This is an optimization exercise on Yosys and OpenROAD, whose aim is small area, not a production implementation.
Only simulation tests tie the RTL to the original design; equivalence was not proved.
Power is estimated from default activity; no workload was simulated.

[config.mk]
export PLATFORM = sky130hd
export DESIGN_NAME = capture_buffer
export DESIGN_NICKNAME = capture_buffer
export VERILOG_FILES = /design/flow/design.v
export SDC_FILE = /design/flow/constraint.sdc
export NUM_CORES = 4
export LEC_CHECK = 0
export CAP_MARGIN = 20
export CORE_MARGIN = 2
export CORE_UTILIZATION = 40
export SLEW_MARGIN = 20
[constraint.sdc]
create_clock -name core_clock -period 5.0 [get_ports {capture_clk}]
set_input_delay 1.0000 -clock core_clock [delete_from_list [all_inputs] [get_ports {capture_clk}]]
set_output_delay 1.0000 -clock core_clock [all_outputs]
set_load 0.01 [all_outputs]
[design.v]
package capture_pkg;
  localparam int LANES = 4;
  localparam int SAMPLE_WIDTH = 16;
  typedef logic [SAMPLE_WIDTH-1:0] sample_t;
  typedef logic [LANES-1:0][SAMPLE_WIDTH-1:0] lane_bus_t;
  typedef logic [$clog2(LANES+1)-1:0] lane_count_t;
  typedef logic [LANES-1:0] bank_mask_t;
  typedef logic [$clog2(LANES)-1:0] bank_index_t;
  typedef struct packed {
    logic valid;
    lane_bus_t data;
  } capture_in_t;
  typedef struct packed {
    lane_count_t lane_count;
    bank_mask_t full_mask;
    bank_mask_t init_mask;
  } capture_mode_t;
  typedef struct packed {
    sample_t data;
    logic last;
  } stream_beat_t;
endpackage
`timescale 1ns/1ps
module latency_pipe #(
  parameter int DEPTH = 2,
  parameter int WIDTH = 1
) (
  input logic capture_clk,
  input logic capture_reset,
  input logic advance,
  input logic in_valid,
  input logic [WIDTH-1:0] in_payload,
  output logic out_valid,
  output logic [WIDTH-1:0] out_payload
);
  logic [DEPTH-1:0] valid_q;
  logic [WIDTH-1:0] payload_q [DEPTH];
  always_ff @(posedge capture_clk) begin
    if (capture_reset) begin
      valid_q <= '0;
    end else if (advance) begin
      valid_q[0] <= in_valid;
      for (int i = 1; i < DEPTH; i++) begin
        valid_q[i] <= valid_q[i-1];
      end
    end
  end
  always_ff @(posedge capture_clk) begin
    if (advance) begin
      payload_q[0] <= in_payload;
      for (int i = 1; i < DEPTH; i++) begin
        payload_q[i] <= payload_q[i-1];
      end
    end
  end
  assign out_valid = valid_q[DEPTH-1];
  assign out_payload = payload_q[DEPTH-1];
endmodule
`timescale 1ns/1ps
module capture_control (
  input logic capture_clk,
  input logic capture_reset,
  input logic start,
  input logic stop,
  input logic sw_reset,
  input logic group_full_now,
  input capture_pkg::lane_count_t active_channels,
  output capture_pkg::capture_mode_t capture_mode,
  output logic start_edge,
  output logic active
);
  typedef enum logic {
    IDLE,
    CAPTURING
  } state_t;
  state_t state;
  logic start_q;
  logic stop_q;
  logic stop_edge;
  capture_pkg::capture_mode_t mode_next;
  always_ff @(posedge capture_clk) begin
    if (capture_reset) begin
      start_q <= 1'b0;
      stop_q <= 1'b0;
      start_edge <= 1'b0;
      stop_edge <= 1'b0;
    end else begin
      start_q <= start;
      stop_q <= stop;
      start_edge <= start & ~start_q & (state == IDLE);
      stop_edge <= stop & ~stop_q;
    end
  end
  always_comb begin
    mode_next.lane_count = active_channels;
    for (int b = 0; b < capture_pkg::LANES; b++) begin
      mode_next.init_mask[b] = b < int'(active_channels);
      mode_next.full_mask[b] = b >= capture_pkg::LANES - int'(active_channels);
    end
  end
  always_ff @(posedge capture_clk) begin
    if (capture_reset) begin
      capture_mode <= '0;
    end else if (start & ~start_q & (state == IDLE)) begin
      capture_mode <= mode_next;
    end
  end
  always_ff @(posedge capture_clk) begin
    if (capture_reset | sw_reset) begin
      state <= IDLE;
    end else begin
      case (state)
        IDLE: begin
          if (start_edge) begin
            state <= CAPTURING;
          end
        end
        CAPTURING: begin
          if (stop_edge | group_full_now) begin
            state <= IDLE;
          end
        end
        default: state <= IDLE;
      endcase
    end
  end
  assign active = (state == CAPTURING);
endmodule
`timescale 1ns/1ps
module bank_write_counter #(
  parameter int BUFFER_DEPTH = 16
) (
  input logic capture_clk,
  input logic capture_reset,
  input logic sw_reset,
  input logic readout_done,
  input capture_pkg::capture_mode_t capture_mode,
  input logic start_edge,
  input capture_pkg::bank_mask_t write_enable,
  output logic [capture_pkg::LANES-1:0][$clog2(BUFFER_DEPTH)-1:0] write_addr,
  output capture_pkg::bank_mask_t write_mask,
  output logic group_full_now,
  output logic full,
  output logic [capture_pkg::LANES-1:0][$clog2(BUFFER_DEPTH+1)-1:0] write_depth
);
  localparam int ADDR_WIDTH = $clog2(BUFFER_DEPTH);
  localparam int DEPTH_WIDTH = $clog2(BUFFER_DEPTH+1);
  capture_pkg::bank_mask_t last_write;
  capture_pkg::bank_mask_t bank_full;
  capture_pkg::bank_mask_t mask_next;
  always_comb begin
    for (int b = 0; b < capture_pkg::LANES; b++) begin
      last_write[b] = write_enable[b] & (write_addr[b] == ADDR_WIDTH'(BUFFER_DEPTH - 1));
    end
  end
  assign group_full_now = |(last_write & capture_mode.full_mask);
  always_ff @(posedge capture_clk) begin
    if (capture_reset | sw_reset | readout_done) begin
      write_addr <= '0;
      bank_full <= '0;
    end else begin
      for (int b = 0; b < capture_pkg::LANES; b++) begin
        if (last_write[b]) begin
          write_addr[b] <= '0;
          bank_full[b] <= 1'b1;
        end else if (write_enable[b]) begin
          write_addr[b] <= write_addr[b] + 1'b1;
        end
      end
    end
  end
  always_comb begin
    mask_next = write_mask;
    for (int b = 0; b < capture_pkg::LANES; b++) begin
      if (last_write[b]) begin
        mask_next[b] = 1'b0;
        if (b + int'(capture_mode.lane_count) < capture_pkg::LANES) begin
          mask_next[b + int'(capture_mode.lane_count)] = 1'b1;
        end
      end
    end
  end
  always_ff @(posedge capture_clk) begin
    if (capture_reset | sw_reset) begin
      write_mask <= '0;
    end else if (start_edge) begin
      write_mask <= capture_mode.init_mask;
    end else begin
      write_mask <= mask_next;
    end
  end
  always_ff @(posedge capture_clk) begin
    if (capture_reset) begin
      write_depth <= '0;
    end else begin
      for (int b = 0; b < capture_pkg::LANES; b++) begin
        if (bank_full[b]) begin
          write_depth[b] <= DEPTH_WIDTH'(BUFFER_DEPTH);
        end else begin
          write_depth[b] <= DEPTH_WIDTH'(write_addr[b]);
        end
      end
    end
  end
  assign full = |(bank_full & capture_mode.full_mask);
endmodule
`timescale 1ns/1ps
module bank_router #(
  parameter int BUFFER_DEPTH = 16
) (
  input logic capture_clk,
  input capture_pkg::capture_in_t capture_in,
  input capture_pkg::capture_mode_t capture_mode,
  input logic active,
  input capture_pkg::bank_mask_t write_mask,
  input logic [capture_pkg::LANES-1:0][$clog2(BUFFER_DEPTH)-1:0] write_addr,
  output capture_pkg::bank_mask_t write_enable,
  output capture_pkg::bank_mask_t bank_write,
  output logic [capture_pkg::LANES-1:0][$clog2(BUFFER_DEPTH)-1:0] bank_addr,
  output logic [capture_pkg::LANES-1:0][capture_pkg::SAMPLE_WIDTH-1:0] bank_data
);
  capture_pkg::capture_in_t capture_q;
  capture_pkg::bank_index_t lane_wrap;
  logic [capture_pkg::LANES-1:0][capture_pkg::SAMPLE_WIDTH-1:0] routed;
  logic [capture_pkg::LANES-1:0][capture_pkg::SAMPLE_WIDTH-1:0] q_data;
  always_ff @(posedge capture_clk) begin
    capture_q <= capture_in;
  end
  assign lane_wrap = capture_pkg::bank_index_t'(capture_mode.lane_count - 1'b1);
  assign q_data = capture_q.data;
  for (genvar b = 0; b < capture_pkg::LANES; b++) begin : g_route
    localparam capture_pkg::bank_index_t BANK = b;
    assign routed[b] = q_data[BANK & lane_wrap];
  end
  always_comb begin
    for (int b = 0; b < capture_pkg::LANES; b++) begin
      write_enable[b] = capture_q.valid & active & write_mask[b];
    end
  end
  always_ff @(posedge capture_clk) begin
    bank_write <= write_enable;
    bank_data <= routed;
    bank_addr <= write_addr;
  end
endmodule
`timescale 1ns/1ps
module sample_banks #(
  parameter int BUFFER_DEPTH = 16
) (
  input logic capture_clk,
  input capture_pkg::bank_mask_t bank_write,
  input logic [capture_pkg::LANES-1:0][$clog2(BUFFER_DEPTH)-1:0] bank_addr,
  input logic [capture_pkg::LANES-1:0][capture_pkg::SAMPLE_WIDTH-1:0] bank_data,
  input capture_pkg::bank_index_t read_bank,
  input logic [$clog2(BUFFER_DEPTH)-1:0] read_addr,
  input logic read_enable,
  output capture_pkg::sample_t read_data
);
  logic [capture_pkg::LANES-1:0][capture_pkg::SAMPLE_WIDTH-1:0] bank_rd;
  for (genvar b = 0; b < capture_pkg::LANES; b++) begin : g_bank
    capture_pkg::sample_t mem [BUFFER_DEPTH];
    capture_pkg::sample_t rd_q;
    always_ff @(posedge capture_clk) begin
      if (bank_write[b]) begin
        mem[bank_addr[b]] <= bank_data[b];
      end
    end
    always_ff @(posedge capture_clk) begin
      if (read_enable) begin
        rd_q <= mem[read_addr];
      end
    end
    assign bank_rd[b] = rd_q;
  end
  assign read_data = bank_rd[read_bank];
endmodule
`timescale 1ns/1ps
module readout_sequencer #(
  parameter int BUFFER_DEPTH = 16,
  parameter int READ_LATENCY = 3
) (
  input logic capture_clk,
  input logic capture_reset,
  input logic sw_reset,
  input logic readout_start,
  output capture_pkg::bank_index_t read_bank,
  output logic [$clog2(BUFFER_DEPTH)-1:0] read_addr,
  output logic read_enable,
  input capture_pkg::sample_t read_data,
  output capture_pkg::stream_beat_t readout_out,
  output logic readout_valid,
  input logic readout_ready,
  output logic readout_done
);
  localparam int ADDR_WIDTH = $clog2(BUFFER_DEPTH);
  typedef struct packed {
    capture_pkg::bank_index_t bank;
    logic last;
  } read_side_t;
  logic start_q;
  logic walking;
  logic advance;
  logic flush;
  logic issue_last;
  capture_pkg::bank_index_t walk_bank;
  read_side_t side_in;
  read_side_t side_out;
  logic side_valid;
  capture_pkg::stream_beat_t beat_in;
  capture_pkg::stream_beat_t beat_out;
  logic beat_valid;
  assign advance = readout_ready | ~readout_valid;
  assign flush = capture_reset | sw_reset;
  assign read_enable = advance;
  assign issue_last = (read_addr == ADDR_WIDTH'(BUFFER_DEPTH - 1)) &
                      (walk_bank == capture_pkg::bank_index_t'(capture_pkg::LANES - 1));
  always_ff @(posedge capture_clk) begin
    if (flush) begin
      start_q <= 1'b0;
      walking <= 1'b0;
      read_addr <= '0;
      walk_bank <= '0;
    end else begin
      start_q <= readout_start;
      if (readout_start & ~start_q) begin
        walking <= 1'b1;
        read_addr <= '0;
        walk_bank <= '0;
      end else if (walking & advance) begin
        if (issue_last) begin
          walking <= 1'b0;
          read_addr <= '0;
          walk_bank <= '0;
        end else if (read_addr == ADDR_WIDTH'(BUFFER_DEPTH - 1)) begin
          read_addr <= '0;
          walk_bank <= walk_bank + 1'b1;
        end else begin
          read_addr <= read_addr + 1'b1;
        end
      end
    end
  end
  assign side_in = {walk_bank, issue_last};
  latency_pipe #(
    .DEPTH(1),
    .WIDTH($clog2(capture_pkg::LANES) + 1)
  ) side_pipe_i (
    .capture_clk(capture_clk),
    .capture_reset(flush),
    .advance(advance),
    .in_valid(walking),
    .in_payload(side_in),
    .out_valid(side_valid),
    .out_payload(side_out)
  );
  assign read_bank = side_out.bank;
  assign beat_in = {read_data, side_out.last};
  latency_pipe #(
    .DEPTH(READ_LATENCY),
    .WIDTH(capture_pkg::SAMPLE_WIDTH + 1)
  ) beat_pipe_i (
    .capture_clk(capture_clk),
    .capture_reset(flush),
    .advance(advance),
    .in_valid(side_valid),
    .in_payload(beat_in),
    .out_valid(beat_valid),
    .out_payload(beat_out)
  );
  always_ff @(posedge capture_clk) begin
    if (flush) begin
      readout_valid <= 1'b0;
    end else if (advance) begin
      readout_valid <= beat_valid;
    end
  end
  always_ff @(posedge capture_clk) begin
    if (advance) begin
      readout_out <= beat_out;
    end
  end
  assign readout_done = readout_valid & readout_ready & readout_out.last;
endmodule
`timescale 1ns/1ps
module capture_buffer #(
  parameter int BUFFER_DEPTH = 16,
  parameter int READ_LATENCY = 3
) (
  input logic capture_clk,
  input logic capture_reset,
  input logic [64:0] capture_in,
  input logic [2:0] active_channels,
  input logic start,
  input logic stop,
  input logic sw_reset,
  input logic readout_start,
  output logic full,
  output logic [19:0] write_depth,
  output logic [16:0] readout_out,
  output logic readout_valid,
  input logic readout_ready
);
  localparam int ADDR_WIDTH = $clog2(BUFFER_DEPTH);
  capture_pkg::capture_in_t capture_in_s;
  capture_pkg::stream_beat_t readout_out_s;
  logic [capture_pkg::LANES-1:0][$clog2(BUFFER_DEPTH+1)-1:0] write_depth_s;
  assign capture_in_s = capture_in;
  assign readout_out = readout_out_s;
  assign write_depth = write_depth_s;
  capture_pkg::capture_mode_t capture_mode;
  logic start_edge;
  logic active;
  logic group_full_now;
  logic readout_done;
  capture_pkg::bank_mask_t write_enable;
  capture_pkg::bank_mask_t write_mask;
  capture_pkg::bank_mask_t bank_write;
  logic [capture_pkg::LANES-1:0][ADDR_WIDTH-1:0] write_addr;
  logic [capture_pkg::LANES-1:0][ADDR_WIDTH-1:0] bank_addr;
  logic [capture_pkg::LANES-1:0][capture_pkg::SAMPLE_WIDTH-1:0] bank_data;
  capture_pkg::bank_index_t read_bank;
  logic [ADDR_WIDTH-1:0] read_addr;
  logic read_enable;
  capture_pkg::sample_t read_data;
  capture_control capture_control_i (
    .capture_clk(capture_clk),
    .capture_reset(capture_reset),
    .start(start),
    .stop(stop),
    .sw_reset(sw_reset),
    .group_full_now(group_full_now),
    .active_channels(active_channels),
    .capture_mode(capture_mode),
    .start_edge(start_edge),
    .active(active)
  );
  bank_write_counter #(
    .BUFFER_DEPTH(BUFFER_DEPTH)
  ) bank_write_counter_i (
    .capture_clk(capture_clk),
    .capture_reset(capture_reset),
    .sw_reset(sw_reset),
    .readout_done(readout_done),
    .capture_mode(capture_mode),
    .start_edge(start_edge),
    .write_enable(write_enable),
    .write_addr(write_addr),
    .write_mask(write_mask),
    .group_full_now(group_full_now),
    .full(full),
    .write_depth(write_depth_s)
  );
  bank_router #(
    .BUFFER_DEPTH(BUFFER_DEPTH)
  ) bank_router_i (
    .capture_clk(capture_clk),
    .capture_in(capture_in_s),
    .capture_mode(capture_mode),
    .active(active),
    .write_mask(write_mask),
    .write_addr(write_addr),
    .write_enable(write_enable),
    .bank_write(bank_write),
    .bank_addr(bank_addr),
    .bank_data(bank_data)
  );
  sample_banks #(
    .BUFFER_DEPTH(BUFFER_DEPTH)
  ) sample_banks_i (
    .capture_clk(capture_clk),
    .bank_write(bank_write),
    .bank_addr(bank_addr),
    .bank_data(bank_data),
    .read_bank(read_bank),
    .read_addr(read_addr),
    .read_enable(read_enable),
    .read_data(read_data)
  );
  readout_sequencer #(
    .BUFFER_DEPTH(BUFFER_DEPTH),
    .READ_LATENCY(READ_LATENCY)
  ) readout_sequencer_i (
    .capture_clk(capture_clk),
    .capture_reset(capture_reset),
    .sw_reset(sw_reset),
    .readout_start(readout_start),
    .read_bank(read_bank),
    .read_addr(read_addr),
    .read_enable(read_enable),
    .read_data(read_data),
    .readout_out(readout_out_s),
    .readout_valid(readout_valid),
    .readout_ready(readout_ready),
    .readout_done(readout_done)
  );
endmodule
[run.sh]
#!/bin/bash
# synth_recipe.tcl (not shown) runs the flow's synth.tcl, then flattens the netlist and writes it again
# the make line also repeats each setting of config.mk as NAME=value (left out here)
make -C /OpenROAD-flow-scripts/flow DESIGN_CONFIG=/design/flow/config.mk WORK_HOME=/design/flow/orfs CLKGATE_MAP_FILE= SYNTH_SCRIPT=/design/flow/synth_recipe.tcl finish
==> results.txt <==
outcome=timing/DRC/antenna clean; Leakage=18.5 nW; FF-to-FF setup slack=1710 ps; Crit. End Element=register; Die ar.=129000 sq um; Core ar.=125000 sq um; first-pass GRT wire length=169000 microns; startpoint types=register; cell row count=130; worst r2r src=capture_control_i.capture_mode[9]$_SDFFE_PP0P_; CTS Buffer Depth=3; Reg-to-Reg End=bank_write_counter_i.write_mask[1]$_SDFF_PP0_; DR DRC count=0; Final Hold Viols=0; Root Driver=clkbuf_16; post-DP HPWL=70400 microns; Via Count=24200; maximum VDD drop=0.340 mV; Synth area leader=edfxtp_1; Setup Fix Bufs, Post-CTS=0; CTS Sinks=1380; Final Max Slew Viols=0; RSZ-0062 raised after global routing=false; period utilization=65.8%; top post-synthesis cells by area=edfxtp_1, mux4_2, dfxtp_1, mux2i_1, a211oi_1; total CTS buffers=140; Yosys warnings=9; Fillers=10200; Post-synth EDFFs=1159; Syn Inst Count=2463; Worst Hold Class=register to register; post-synthesis sequential area ratio=77.7%; Hold Buf Count CTS=0; Worst-Margin Slew=882 ps; post-synthesis mux area share=14.5%; PostCTS Resize Cnt=0; most frequently used flop master after synthesis=edfxtp_1; first-pass iteration count of the detailed router=5; Top Ports=114; # Max-Cap Violations=0; Hold EP=capture_control_i.stop_edge$_SDFF_PP0_; Net Count, Synth=2562; initial drt markers=2517; setup total negative slack=0 ps; Detail Route Antenna Nets=0; Area Growth Syn to Fin=16.1%; Initial Utilization=40.3%; Avg Inst Size Synth=20.5 sq um; Hold Startpoint=capture_control_i.stop_q$_SDFF_PP0_; Synth top area share=68.9%; Post-Synth Simple-Gate Area=3.38%; WL/cell=26.3 microns; All-Layer GR Usage=18.1%; initial antenna violation count=15; hold path depth=1; Final nets=2791; Worst-path clk slew=60 ps; IO Port Bufs=113; die height=359 microns; Distinct cells, synth=51; Clock Latency Late Sink=760 ps; CTS tree=built; post-synthesis cell area=50500 sq um; ys async rst share=0%; routability cong.=0.859; vias in the first global route=24700; largest net degree at the start of global routing=118; clk_skew=37.2 ps; worst setup path class=register to register; Layout Utilization=46.8%; flops & latches, synth=1380; Adder-Cell Fraction of Synth Area=0.594%; worst r2r path cells=10; xor-xnor portion of the synthesized cell area=0.260%; WP data required=5710 ps; crit path max fanout=51; CP startpoint=capture_control_i.capture_mode[9]$_SDFFE_PP0P_; Critical Path AT=3990 ps; most common cell after layout, fill and taps aside=edfxtp_1; relative slew slack=41.2%; remaining global-route overflow=0; Die X=359 microns; minimum clock period=3290 ps; leading cell types in the layout, fill and taps excluded=edfxtp_1, mux4_2, dfxtp_1, clkbuf_16, clkdlybuf4s50_1; layout cells sized above 1=22.6%; largest family of logic cells by synthesized area=multiplexers; Synth Area in Compound Gates=2.38%; Pwr Density=401 nW/um^2; drt total wl=117000 microns; Final setup viols=0; total number of H-tree levels=4; vias per cell=5.44; Achievable Freq=0.304 GHz
worst max-delay path by stage:
stage	end	slack, ps
finish	bank_write_counter_i.write_mask[1]$_SDFF_PP0_	1710
global route	bank_write_counter_i.write_mask[1]$_SDFF_PP0_	1580
CTS	bank_write_counter_i.write_mask[1]$_SDFF_PP0_	1810
detailed placement	readout_sequencer_i.read_addr[0]$_SDFFE_PP0P_	1780
global placement	readout_sequencer_i.read_addr[0]$_SDFFE_PP0P_	1810
floorplan	readout_sequencer_i.read_addr[3]$_SDFFE_PP0P_	170
critical path: stages (launching register included):
cell and delay (ps):
dfxtp_1 420, inv_1 150, ha_2 350, buf_4 460
inv_1 150, or3_4 400, ha_1 190, nor3_1 360
nand3_1 150, o32ai_1 340, o221a_2 250
per-layer routing:
metal,GRT usage (%),wire length (microns),vias up
li1,-,-,10400
met4,5.69,3090,6
met1,26.1,51100,12700
met2,27.2,52900,981
met5,0,32,-
met3,4.35,9960,190
kinds of logic (layout without fill, tap and decap cells):
family          count (synthesis)  in the layout
fa+ha+maj                      24             24
buf+inv                       128            471
xor+xnor                       15             15
other cells                     0              2
flops                        1380           1380
mux                           387            387
simple gates                  336            336
compound gates                193            193
layout make-up:
type,instances,area [sq um],share of cell area (%)
antenna,2,5.00,0.00854
clock buffer,193,3970,6.76
sequential,1380,39200,66.9
inverter,13,53.8,0.0918
tap,1650,2060,3.52
clock inverter,63,619,1.06
timing repair buffer,202,1940,3.32
multi-input combinational,955,10700,18.3
metrics by stage:
step           cell area [sq um]  total power, mW  setup WS (ps)  cells  hold WS, ps
3_5_place_dp               54000             13.5           1780   4199          377
2_1_floorplan              50500             13.2            174   2463          341
5_1_grt                    58600             24.2           1580   4456          394
6_report                   58600             23.5           1710   4458          390
3_3_place_gp               54000             13.5           1810   4199          372
4_1_cts                    58600             23.7           1810   4455          385
power by group:
part	switching (mW)	internal (mW)	total (mW)	leakage, nW
Combinational	0.181	0.157	0.338	3.73
Clock	4.29	6.00	10.3	2.26
Sequential	0.246	12.7	12.9	12.5
registers in the layout, summed over array words and instances, names as in the netlist, 10 cells and up:
name	cells
bank_router_i.bank_addr	16
bank_write_counter_i.write_addr	16
bank_router_i.capture_q	65
readout_sequencer_i.readout_out	17
sample_banks_i.g_bank.rd_q	64
readout_sequencer_i.beat_pipe_i.payload_q	51
bank_router_i.bank_data	64
sample_banks_i.g_bank.mem	1024
capture_control_i.capture_mode	10
bank_write_counter_i.write_depth	20
Yosys cell counts (all sizes together), types with 2 or more instances:
master     n
clkbuf    51
a22oi      3
and2      22
dfxtp    221
mux2      32
a211oi    67
xor2      10
nand2     63
or3        3
mux2i     83
edfxtp  1159
nor2      92
a31oi      2
nand3     12
nand4      8
and3       4
o21ai     22
xnor2      5
a221oi     2
nor2b     73
a21oi     85
or3b       4
ha        24
inv       13
nand3b     8
buf       64
nor4       4
nor3      24
and4       2
mux4     272
or2        2
nand2b    12

-- static timing again, ports no longer ideal --
How much do the figures lean on ideal ports? The routed layout below was timed once more, with nothing changed but the port constraints. Step 1 assumes that a clkbuf_16 drives the clock port and a buf_2 every other input. Step 2 also shifts input and output timing later by t, the mid clock arrival at the registers, as if the neighbouring blocks saw the same clock. Three values: ideal, step 1, step 2; two values: the first two.
shift t [ns]: 0.813
setup slack, ns: 1.712 / 1.712 / 1.712
hold slack, ns: 0.390 / 0.390 / 0.390
clock arrival spread, ns: 0.039 / 0.040
After both steps setup and hold are still met in this run. The setup slack of this run moves by 0.000 ns with the drivers and by 0.000 ns with both steps.
